This design comes from an exercise in tuning for small area, a short achievable clock period and few clock cycles per item on the open sky130 flow, not from production work. The RTL was checked by simulation tests, not by an equivalence proof against the original design.

### flow/config.mk
export PLATFORM = sky130hd
export DESIGN_NAME = samplerz_top
export DESIGN_NICKNAME = samplerz_top
export VERILOG_FILES = /design/flow/design.v
export SDC_FILE = /design/flow/constraint.sdc
export NUM_CORES = 4
export LEC_CHECK = 0
export CAP_MARGIN = 20
export CORE_MARGIN = 2
export CORE_UTILIZATION = 40
export SLEW_MARGIN = 20
### flow/design.v
package samplerz_pkg;
  localparam int MU_W    = 32;   
  localparam int FRAC_W  = 16;   
  localparam int Z_W     = 8;    
  localparam int W_W     = 16;   
  localparam int CDT_W   = 24;   
  localparam int CDT_LEN = 18;
  localparam int CCS_W   = 9;    
  localparam int CCS_SHIFT = 23;   
  localparam int D_W   = Z_W + FRAC_W + 1;       
  localparam int DSQ_W = 2 * D_W - 1 - FRAC_W;   
  localparam logic [CDT_LEN*CDT_W-1:0] BASE_CDT = {
    24'd0,        24'd0,
    24'd0,        24'd0,       24'd0,       24'd0,
    24'd0,        24'd0,       24'd1,       24'd31,
    24'd417,      24'd4132,    24'd30538,   24'd169348,
    24'd708981,   24'd2260429, 24'd5559083, 24'd10745844
  };
  localparam logic [FRAC_W-1:0] INV_SIGMA_MAX_SQR_DIV_2 = 16'h269F;   
  localparam logic [FRAC_W-1:0] SIGMA_MIN_512  = 16'hA390;   
  localparam logic [FRAC_W-1:0] SIGMA_MIN_1024 = 16'hA62E;   
  localparam int EXP_LEN        = 32;
  localparam int EXP_STEP_SHIFT = 13;   
  localparam int EXP_IDX_W      = $clog2(EXP_LEN);
  localparam logic [EXP_LEN*8-1:0] EXP_NEG_TABLE = {
    8'd5,   8'd6,   8'd7,   8'd8,   8'd9,   8'd10,  8'd11,  8'd13,
    8'd14,  8'd16,  8'd19,  8'd21,  8'd24,  8'd27,  8'd31,  8'd35,
    8'd39,  8'd44,  8'd50,  8'd57,  8'd65,  8'd73,  8'd83,  8'd94,
    8'd107, 8'd121, 8'd137, 8'd155, 8'd176, 8'd199, 8'd226, 8'd255
  };
  typedef enum logic {
    FALCON_512,
    FALCON_1024
  } falcon_type_e;
  typedef enum logic {
    ST_IDLE,
    ST_SAMPLING
  } sampler_state_e;
endpackage
module base_sampler (
  input  logic                                   clk,
  input  logic                                   rst_n_i,
  input  logic                                   rand_val_i,
  input  logic                                   busy_i,
  input  logic                                   flush_i,
  input  logic [samplerz_pkg::CDT_W-1:0]         rand_cdt_i,
  input  logic                                   rand_b_i,
  input  logic [7:0]                             rand_8_i,
  output logic                                   val_o,
  output logic signed [samplerz_pkg::Z_W-1:0]    z_o,
  output logic [samplerz_pkg::Z_W-1:0]           z0_o,
  output logic [7:0]                             rand_8_o
);
  logic                           take;     
  logic [samplerz_pkg::Z_W-1:0]   z0_cnt;   
  logic [samplerz_pkg::Z_W-1:0]   z_next;
  assign take = rand_val_i & busy_i & ~flush_i;   
  always_comb begin
    z0_cnt = '0;
    for (int i = 0; i < samplerz_pkg::CDT_LEN; i++) begin
      if (samplerz_pkg::BASE_CDT[i*samplerz_pkg::CDT_W +: samplerz_pkg::CDT_W] > rand_cdt_i) begin
        z0_cnt = z0_cnt + 1'b1;
      end
    end
  end
  assign z_next = rand_b_i ? (z0_cnt + 1'b1) : ('0 - z0_cnt);
  always_ff @(posedge clk) begin
    if (!rst_n_i) begin
      val_o <= 1'b0;
    end else begin
      val_o <= take;
    end
  end
  always_ff @(posedge clk) begin
    if (take) begin
      z_o      <= z_next;
      z0_o     <= z0_cnt;     
      rand_8_o <= rand_8_i;   
    end
  end
endmodule
module gaussian_exponent (
  input  logic                                  clk,
  input  logic                                  rst_n_i,
  input  logic                                  flush_i,
  input  logic                                  val_i,
  input  logic signed [samplerz_pkg::Z_W-1:0]   z_i,
  input  logic [samplerz_pkg::Z_W-1:0]          z0_i,
  input  logic [7:0]                            rand_8_i,
  input  logic [samplerz_pkg::FRAC_W-1:0]       r_i,
  input  logic [samplerz_pkg::FRAC_W-1:0]       inv_sigma_sqr_div_2_i,
  output logic                                  val_o,
  output logic [samplerz_pkg::MU_W-1:0]         x_o,
  output logic signed [samplerz_pkg::Z_W-1:0]   z_o,
  output logic [7:0]                            rand_8_o
);
  logic signed [samplerz_pkg::D_W-1:0]       d;        
  logic signed [2*samplerz_pkg::D_W-1:0]     d_sq;     
  logic                                      val_s1;
  logic signed [samplerz_pkg::Z_W-1:0]       z_s1;
  logic [7:0]                                r8_s1;
  logic [samplerz_pkg::DSQ_W-1:0]            dsq_s1;   
  logic [2*samplerz_pkg::Z_W-1:0]            z0sq_s1;  
  logic [samplerz_pkg::DSQ_W+samplerz_pkg::FRAC_W-1:0] part1_full;
  logic [samplerz_pkg::DSQ_W-1:0]            part1;
  logic [samplerz_pkg::MU_W-1:0]             part2;    
  logic [samplerz_pkg::DSQ_W-1:0]            diff;
  logic [samplerz_pkg::MU_W-1:0]             x_next;
  assign d = {z_i[samplerz_pkg::Z_W-1], z_i, {samplerz_pkg::FRAC_W{1'b0}}}
           - {{(samplerz_pkg::Z_W+1){1'b0}}, r_i};
  assign d_sq = d * d;
  always_ff @(posedge clk) begin
    if (!rst_n_i) begin
      val_s1 <= 1'b0;
    end else begin
      val_s1 <= val_i & ~flush_i;
    end
  end
  always_ff @(posedge clk) begin
    dsq_s1  <= d_sq[2*samplerz_pkg::D_W-2:samplerz_pkg::FRAC_W];   
    z0sq_s1 <= z0_i * z0_i;
    z_s1    <= z_i;
    r8_s1   <= rand_8_i;
  end
  assign part1_full = dsq_s1 * inv_sigma_sqr_div_2_i;
  assign part1      = part1_full[samplerz_pkg::DSQ_W+samplerz_pkg::FRAC_W-1:samplerz_pkg::FRAC_W];
  assign part2      = z0sq_s1 * samplerz_pkg::INV_SIGMA_MAX_SQR_DIV_2;
  always_comb begin
    if (part1 > {1'b0, part2}) begin
      diff = part1 - {1'b0, part2};
    end else begin
      diff = '0;   
    end
  end
  assign x_next = diff[samplerz_pkg::DSQ_W-1] ? '1 : diff[samplerz_pkg::MU_W-1:0];
  always_ff @(posedge clk) begin
    if (!rst_n_i) begin
      val_o <= 1'b0;
    end else begin
      val_o <= val_s1 & ~flush_i;
    end
  end
  always_ff @(posedge clk) begin
    x_o      <= x_next;
    z_o      <= z_s1;
    rand_8_o <= r8_s1;
  end
endmodule
module berexp (
  input  logic                                  clk,
  input  logic                                  rst_n_i,
  input  logic                                  flush_i,
  input  logic                                  val_i,
  input  logic [samplerz_pkg::MU_W-1:0]         x_i,
  input  logic signed [samplerz_pkg::Z_W-1:0]   z_i,
  input  logic [7:0]                            rand_8_i,
  input  logic [samplerz_pkg::CCS_W-1:0]        ccs_i,
  output logic                                  val_o,
  output logic                                  accept_o,
  output logic signed [samplerz_pkg::Z_W-1:0]   z_o
);
  localparam int IDX_LO = samplerz_pkg::EXP_STEP_SHIFT;
  localparam int IDX_HI = samplerz_pkg::EXP_STEP_SHIFT + samplerz_pkg::EXP_IDX_W - 1;
  logic                                     past_table;   
  logic [7:0]                               exp_val;      
  logic [8+samplerz_pkg::CCS_W-1:0]         prod;
  logic [samplerz_pkg::CCS_W-1:0]           threshold;
  assign past_table = |x_i[samplerz_pkg::MU_W-1:IDX_HI+1];
  assign exp_val    = past_table ? 8'd0 : samplerz_pkg::EXP_NEG_TABLE[x_i[IDX_HI:IDX_LO]*8 +: 8];
  assign prod      = exp_val * ccs_i;
  assign threshold = prod[8+samplerz_pkg::CCS_W-1:8];
  always_ff @(posedge clk) begin
    if (!rst_n_i) begin
      val_o <= 1'b0;
    end else begin
      val_o <= val_i & ~flush_i;
    end
  end
  always_ff @(posedge clk) begin
    accept_o <= ({1'b0, rand_8_i} < threshold);   
    z_o      <= z_i;
  end
endmodule
module job_ctrl (
  input  logic                                  clk,
  input  logic                                  rst_n_i,
  input  logic                                  start_i,
  input  logic [samplerz_pkg::MU_W-1:0]         mu_i,
  input  logic [samplerz_pkg::FRAC_W-1:0]       inv_sigma_prime_i,
  input  logic [samplerz_pkg::FRAC_W-1:0]       inv_sigma_sqr_div_2_i,
  input  logic                                  falcon_type_i,
  input  logic                                  attempt_val_i,
  input  logic                                  accept_i,
  input  logic signed [samplerz_pkg::Z_W-1:0]   z_i,
  output logic                                  flush_o,
  output logic                                  busy_o,
  output logic signed [samplerz_pkg::W_W-1:0]   floor_mu_o,
  output logic [samplerz_pkg::FRAC_W-1:0]       r_o,
  output logic [samplerz_pkg::CCS_W-1:0]        ccs_o,
  output logic [samplerz_pkg::FRAC_W-1:0]       inv_sigma_sqr_div_2_o,
  output logic                                  dout_val_o,
  output logic signed [samplerz_pkg::W_W-1:0]   w_o,
  output logic                                  request_rand_o
);
  samplerz_pkg::sampler_state_e           state;
  logic [samplerz_pkg::FRAC_W-1:0]        sigma_min;   
  logic [2*samplerz_pkg::FRAC_W-1:0]      ccs_prod;    
  logic [samplerz_pkg::CCS_W-1:0]         ccs_raw;
  logic [samplerz_pkg::CCS_W-1:0]         ccs_next;
  logic                                   take_job;
  logic                                   hit;         
  logic                                   miss;        
  assign sigma_min = (falcon_type_i == 1'b1) ?
                     samplerz_pkg::SIGMA_MIN_1024 : samplerz_pkg::SIGMA_MIN_512;
  assign ccs_prod  = sigma_min * inv_sigma_prime_i;
  assign ccs_raw   = ccs_prod[samplerz_pkg::CCS_SHIFT+samplerz_pkg::CCS_W-1:samplerz_pkg::CCS_SHIFT];
  assign ccs_next  = (ccs_raw > 9'd256) ? 9'd256 : ccs_raw;   
  assign busy_o   = (state == samplerz_pkg::ST_SAMPLING);
  assign take_job = start_i & (state == samplerz_pkg::ST_IDLE);
  assign hit      = busy_o & attempt_val_i & accept_i;
  assign miss     = busy_o & attempt_val_i & ~accept_i;
  assign flush_o  = hit;   
  always_ff @(posedge clk) begin
    if (!rst_n_i) begin
      state <= samplerz_pkg::ST_IDLE;
    end else begin
      case (state)
        samplerz_pkg::ST_IDLE: begin
          if (start_i) state <= samplerz_pkg::ST_SAMPLING;
        end
        samplerz_pkg::ST_SAMPLING: begin
          if (hit) state <= samplerz_pkg::ST_IDLE;   
        end
        default: state <= samplerz_pkg::ST_IDLE;
      endcase
    end
  end
  always_ff @(posedge clk) begin
    if (take_job) begin
      floor_mu_o            <= mu_i[samplerz_pkg::MU_W-1:samplerz_pkg::FRAC_W];   
      r_o                   <= mu_i[samplerz_pkg::FRAC_W-1:0];
      ccs_o                 <= ccs_next;
      inv_sigma_sqr_div_2_o <= inv_sigma_sqr_div_2_i;
    end
  end
  always_ff @(posedge clk) begin
    if (!rst_n_i) begin
      dout_val_o     <= 1'b0;
      request_rand_o <= 1'b0;
    end else begin
      dout_val_o     <= hit;
      request_rand_o <= miss;   
    end
  end
  always_ff @(posedge clk) begin
    if (hit) begin
      w_o <= floor_mu_o + {{(samplerz_pkg::W_W-samplerz_pkg::Z_W){z_i[samplerz_pkg::Z_W-1]}}, z_i};
    end
  end
endmodule
module samplerz_top (
  input  logic                                  clk,
  input  logic                                  rst_n_i,
  input  logic                                  start_i,
  input  logic [samplerz_pkg::MU_W-1:0]         mu_i,
  input  logic [samplerz_pkg::FRAC_W-1:0]       inv_sigma_prime_i,
  input  logic [samplerz_pkg::FRAC_W-1:0]       inv_sigma_sqr_div_2_i,
  input  logic                                  falcon_type_i,   
  input  logic                                  rand_val_i,
  input  logic [samplerz_pkg::CDT_W-1:0]        rand_cdt_i,
  input  logic                                  rand_b_i,
  input  logic [7:0]                            rand_8_i,
  output logic                                  dout_val_o,
  output logic signed [samplerz_pkg::W_W-1:0]   w_o,
  output logic                                  request_rand_o,
  output logic                                  busy_o
);
  logic [samplerz_pkg::FRAC_W-1:0]        r;
  logic [samplerz_pkg::CCS_W-1:0]         ccs;
  logic [samplerz_pkg::FRAC_W-1:0]        inv_sq;
  logic                                   bs_val;
  logic signed [samplerz_pkg::Z_W-1:0]    bs_z;
  logic [samplerz_pkg::Z_W-1:0]           bs_z0;
  logic [7:0]                             bs_r8;
  logic                                   ge_val;
  logic [samplerz_pkg::MU_W-1:0]          ge_x;
  logic signed [samplerz_pkg::Z_W-1:0]    ge_z;
  logic [7:0]                             ge_r8;
  logic                                   be_val;
  logic                                   be_accept;
  logic signed [samplerz_pkg::Z_W-1:0]    be_z;
  logic                                   flush;
  job_ctrl i_job_ctrl (
    .clk                   (clk),
    .rst_n_i               (rst_n_i),
    .start_i               (start_i),
    .mu_i                  (mu_i),
    .inv_sigma_prime_i     (inv_sigma_prime_i),
    .inv_sigma_sqr_div_2_i (inv_sigma_sqr_div_2_i),
    .falcon_type_i         (falcon_type_i),
    .attempt_val_i         (be_val),
    .accept_i              (be_accept),
    .z_i                   (be_z),
    .flush_o               (flush),
    .busy_o                (busy_o),
    .floor_mu_o            (),         
    .r_o                   (r),
    .ccs_o                 (ccs),
    .inv_sigma_sqr_div_2_o (inv_sq),
    .dout_val_o            (dout_val_o),
    .w_o                   (w_o),
    .request_rand_o        (request_rand_o)
  );
  base_sampler i_base_sampler (
    .clk        (clk),
    .rst_n_i    (rst_n_i),
    .rand_val_i (rand_val_i),
    .busy_i     (busy_o),
    .flush_i    (flush),
    .rand_cdt_i (rand_cdt_i),
    .rand_b_i   (rand_b_i),
    .rand_8_i   (rand_8_i),
    .val_o      (bs_val),
    .z_o        (bs_z),
    .z0_o       (bs_z0),
    .rand_8_o   (bs_r8)
  );
  gaussian_exponent i_gaussian_exponent (
    .clk                   (clk),
    .rst_n_i               (rst_n_i),
    .flush_i               (flush),
    .val_i                 (bs_val),
    .z_i                   (bs_z),
    .z0_i                  (bs_z0),
    .rand_8_i              (bs_r8),
    .r_i                   (r),
    .inv_sigma_sqr_div_2_i (inv_sq),
    .val_o                 (ge_val),
    .x_o                   (ge_x),
    .z_o                   (ge_z),
    .rand_8_o              (ge_r8)
  );
  berexp i_berexp (
    .clk      (clk),
    .rst_n_i  (rst_n_i),
    .flush_i  (flush),
    .val_i    (ge_val),
    .x_i      (ge_x),
    .z_i      (ge_z),
    .rand_8_i (ge_r8),
    .ccs_i    (ccs),
    .val_o    (be_val),
    .accept_o (be_accept),
    .z_o      (be_z)
  );
endmodule
### flow/constraint.sdc
create_clock -name core_clock -period 11.0 [get_ports {clk}]
set_input_delay 2.2000 -clock core_clock [delete_from_list [all_inputs] [get_ports {clk}]]
set_output_delay 2.2000 -clock core_clock [all_outputs]
set_load 0.01 [all_outputs]
### flow/run.sh
#!/bin/bash
# synth_recipe.tcl (not shown) runs the flow's synth.tcl, then flattens the netlist and writes it again
# the make line also repeats each setting of config.mk as NAME=value (left out here)
make -C /OpenROAD-flow-scripts/flow DESIGN_CONFIG=/design/flow/config.mk WORK_HOME=/design/flow/orfs CLKGATE_MAP_FILE= SYNTH_SCRIPT=/design/flow/synth_recipe.tcl finish
==> flow_summary.json <==
{
  "die_x_um": 379.9,
  "antenna_found_initial": 2,
  "netlist_instances": 5827,
  "initial_core_util": 0.4041,
  "ff2ff_setup_slack_ns": 0.65,
  "ys_seq_elements": 212,
  "start_kind": "register",
  "r2r_cells": 36,
  "critPathMaxStageDelay_ns": 0.70,
  "finalHoldViolCount": 0,
  "dr.first_iter.drc_count": 2309,
  "arrival_ns": 10.88,
  "grt_use_total": 0.1952,
  "r2r-start": "i_job_ctrl.r_o[7]",
  "synth_cell_type_count": 88,
  "crit_slowest_cell": "or4b_2",
  "drt_first_pass_iters": 7,
  "nets": 7977,
  "grt_max_degree": 58,
  "worstSetupEndpoint": "i_gaussian_exponent.dsq_s1[31]",
  "ios": 121,
  "cts_tree": "built",
  "rows": 137,
  "synth.cell_area_um2": 56520,
  "timing.setup.critical_path_class": "reg2reg",
  "reg2reg_to": "i_gaussian_exponent.dsq_s1[31]",
  "portBuffers": 120,
  "wl_met3_mm": 8.584,
  "cts.clk_slew.worst_paths_ns": 0.06,
  "synth_top_area_cell": "fa_1",
  "overflow": 0,
  "status": "timing/DRC/antenna clean",
  "finalClockSkew_ns": 0.03306,
  "grt_pass1_wl_mm": 225.4,
  "grt_setup_unrepaired": "false",
  "fin_crit_ns": 10.35,
  "crit_start": "i_job_ctrl.r_o[7]",
  "die-area_um2": 144300,
  "crit_path_end_kind": "register",
  "viasPerCell": 4.907,
  "insertedDiodeCount": 0,
  "hold_path_class": "reg2reg",
  "hold_buffers": 0,
  "syn2layout_area_growth_pct": 8.825,
  "synth_top_cell_area_share": 0.4594,
  "cts_made_buffers": 29,
  "dr_wl_met2_mm": 61.12,
  "clockBufferDepth": 3,
  "cts-root-buf": "clkbuf_16",
  "fin_setup_tns_ns": 0,
  "maxSlewHeadroom": 0.2962,
  "async_flop_share": 0,
  "gp_congestion": 0.9040,
  "synth_edf_count": 97,
  "max_slew.worst_pin.slew_ns": 1.051,
  "drcViolationCount": 0,
  "wl_per_cell_um": 17.21,
  "cts_max_level": 1,
  "highest_layer": "met5",
  "clock_latency_ns": 0.65,
  "cp.required_ns": 11.53,
  "post-route-period-util": 0.9409,
  "fp.dieH_um": 379.9,
  "path_max_fanout": 7,
  "cts_sinks": 212,
  "fmax_mhz": 96.62,
  "ys_seq_area_frac": 0.09226,
  "hold_ws_ns": 0.3255,
  "cpMostUsedCell": "fa_1",
  "drive_gt1_frac": 0.03817,
  "wl_met1_mm": 61.46,
  "yosys_warnings": 4,
  "grt_pass1_vias": 42316,
  "cap_violations": 0,
  "setup_violations": 0,
  "core_um2": 139900,
  "dp_hpwl_mm": 113.5,
  "vias": 38516,
  "synth.avg_cell_area_um2": 9.700,
  "ant_nets": 0,
  "totalWireLength_mm": 135.1,
  "ys_dominant_reg_cell": "dfxtp_1",
  "slew_viol_final": 0,
  "synth_area_leaders": "fa_1 46%, ha_1 14%, inv_1 9.5%"
}
==> flip-flops by register name, summed over array words and instances, names as in the netlist, 9 cells and up <==
name and flops:
i_gaussian_exponent.dsq_s1 33, i_gaussian_exponent.x_o 19, i_gaussian_exponent.z0sq_s1 15, i_job_ctrl.ccs_o 9, i_job_ctrl.floor_mu_o 16, i_job_ctrl.inv_sigma_sqr_div_2_o 16, i_job_ctrl.r_o 16, i_job_ctrl.w_o 16
==> critical path: cells and delay by family, from the launching register on <==
kind / cells / cell delay, ns
buffers and inverters: 8 / 0.86
AND/OR/NAND/NOR: 7 / 2.13
XOR/XNOR: 2 / 0.42
flip-flops: 1 / 0.45
AO/OA/AOI/OAI: 11 / 2.49
adder cells (fa/ha/maj): 8 / 3.90
==> layout by cell type, fill, tap and decap left out, types with 44 or more instances in the layout <==
cell type	instances
xnor2_1	126
nor3_1	44
edfxtp_1	97
xor2_1	71
inv_1	1434
o21ai_0	68
clkdlybuf4s50_1	120
nor2_1	273
ha_1	628
and2_1	223
fa_1	1297
a21oi_1	136
a21o_1	51
nand2_1	667
buf_4	120
dfxtp_1	105
==> repair_timing <==
| item | CTS | global route |
|---|---|---|
| resized for setup | 0 | 15 |
| hold endpoints to repair | 0 | 0 |
| buffers inserted | 0 | 22 |
| setup endpoints to repair | 0 | 20 |
==> layout make-up <==
| class | count | area (µm²) |
|---|---|---|
| fill | 13555 | 78360 |
| timing repair buffer | 242 | 2133 |
| tap | 1876 | 2347 |
| inverter | 1443 | 5416 |
| sequential | 212 | 5228 |
| multi-input combinational | 4022 | 45340 |
| clock buffer | 36 | 804.5 |
| clock inverter | 18 | 239.0 |
==> synthesized netlist by cell type, types with 5 or more instances <==
master and count:
and4_1 5, mux2i_1 6, and3_1 21, buf_1 8, o31ai_1 9, dfxtp_1 115, fa_1 1297, o21ai_0 69
a21o_1 51, a211oi_1 13, nor2_1 273, o211ai_1 14, and4b_1 5, a31oi_1 13, xnor2_1 127, ha_1 628
nor3_1 44, a21oi_1 136, nand4_1 21, or3_1 10, nor2b_1 41, edfxtp_1 97, o211a_1 7, clkbuf_1 151
xor2_1 71, o21bai_1 22, o21a_1 31, inv_1 1434, a211o_1 5, nor4_1 19, a21boi_0 10, and2_1 223
clkinv_1 8, or4_1 8, a2111oi_0 6, nand2b_1 29, or2_2 19, nand3_1 31, nand2_1 667
==> per-layer routing <==
metal  vias to the layer above  global-route usage
li1                      17784                   -
met1                     19578              0.2748
met2                       962              0.3123
met3                       188             0.03246
met4                         4             0.05151
met5                         -                   0
==> cells by family after synthesis <==
kind of cell / count (synthesis) / share of synthesized area
AOI/OAI and AO/OA: 430 / 0.04969
xor gates and xnor gates: 203 / 0.03272
adders and majority gates: 1925 / 0.5984
buffers and inverters: 1606 / 0.1069
DFF: 212 / 0.09226
muxes: 11 / 0.002258
other: 2 / 0.0001329
and+or+nand+nor: 1438 / 0.1177
==> how the worst min path moves through the flow <==
stage,start,cells past startpoint,end,slack [ns]
4_1_cts,i_gaussian_exponent.z_s1[0],0,i_gaussian_exponent.z_o[0],0.32
5_1_grt,i_gaussian_exponent.z_s1[0],0,i_gaussian_exponent.z_o[0],0.33
3_5_place_dp,i_gaussian_exponent.r8_s1[7],0,i_gaussian_exponent.rand_8_o[7],0.31
3_3_place_gp,i_gaussian_exponent.r8_s1[7],0,i_gaussian_exponent.rand_8_o[7],0.31
2_1_floorplan,i_gaussian_exponent.z_o[0],0,i_berexp.z_o[0],0.31
6_report,i_gaussian_exponent.z_o[3],0,i_berexp.z_o[3],0.33
==> per-stage QoR <==
step	instance area (µm²)	setup slack [ns]	std cells	utilization
6_report	61510	0.6502	7849	0.4398
5_1_grt	61510	0.02535	7849	0.4398
4_1_cts	61310	0.4620	7827	0.4383
3_5_place_dp	60260	0.4944	7773	0.4308
3_3_place_gp	60260	0.5842	7773	0.4308
2_1_floorplan	56570	0.7791	5840	-
Testbench counts, summed over its fixed seeds: cycles 16,024, samples 2,400.

-- re-timing with driven ports --
The flow's constraints put no driver on any port. The routed layout listed below was extracted and timed again, unchanged, in two steps. Step 1 assumes that a clkbuf_16 drives the clock port and a buf_2 every other input. Step 2, shift: input delay + t, output delay - t, t = (earliest + latest rising clock arrival at the registers) / 2. This alone moves slack from input paths to output paths. Slacks: no drivers / after step 1 / after step 2; pairs: no drivers / after step 1.
shift t [ns]: 0.694
slack for setup (ns): 0.650 / 0.650 / 0.650
hold slack, ns: 0.325 / 0.325 / 0.325
clock arrival spread, ns: 0.033 / 0.033
After both steps setup and hold are still met in this run. The setup slack of this run moves by 0.000 ns with the drivers and by 0.000 ns with both steps.
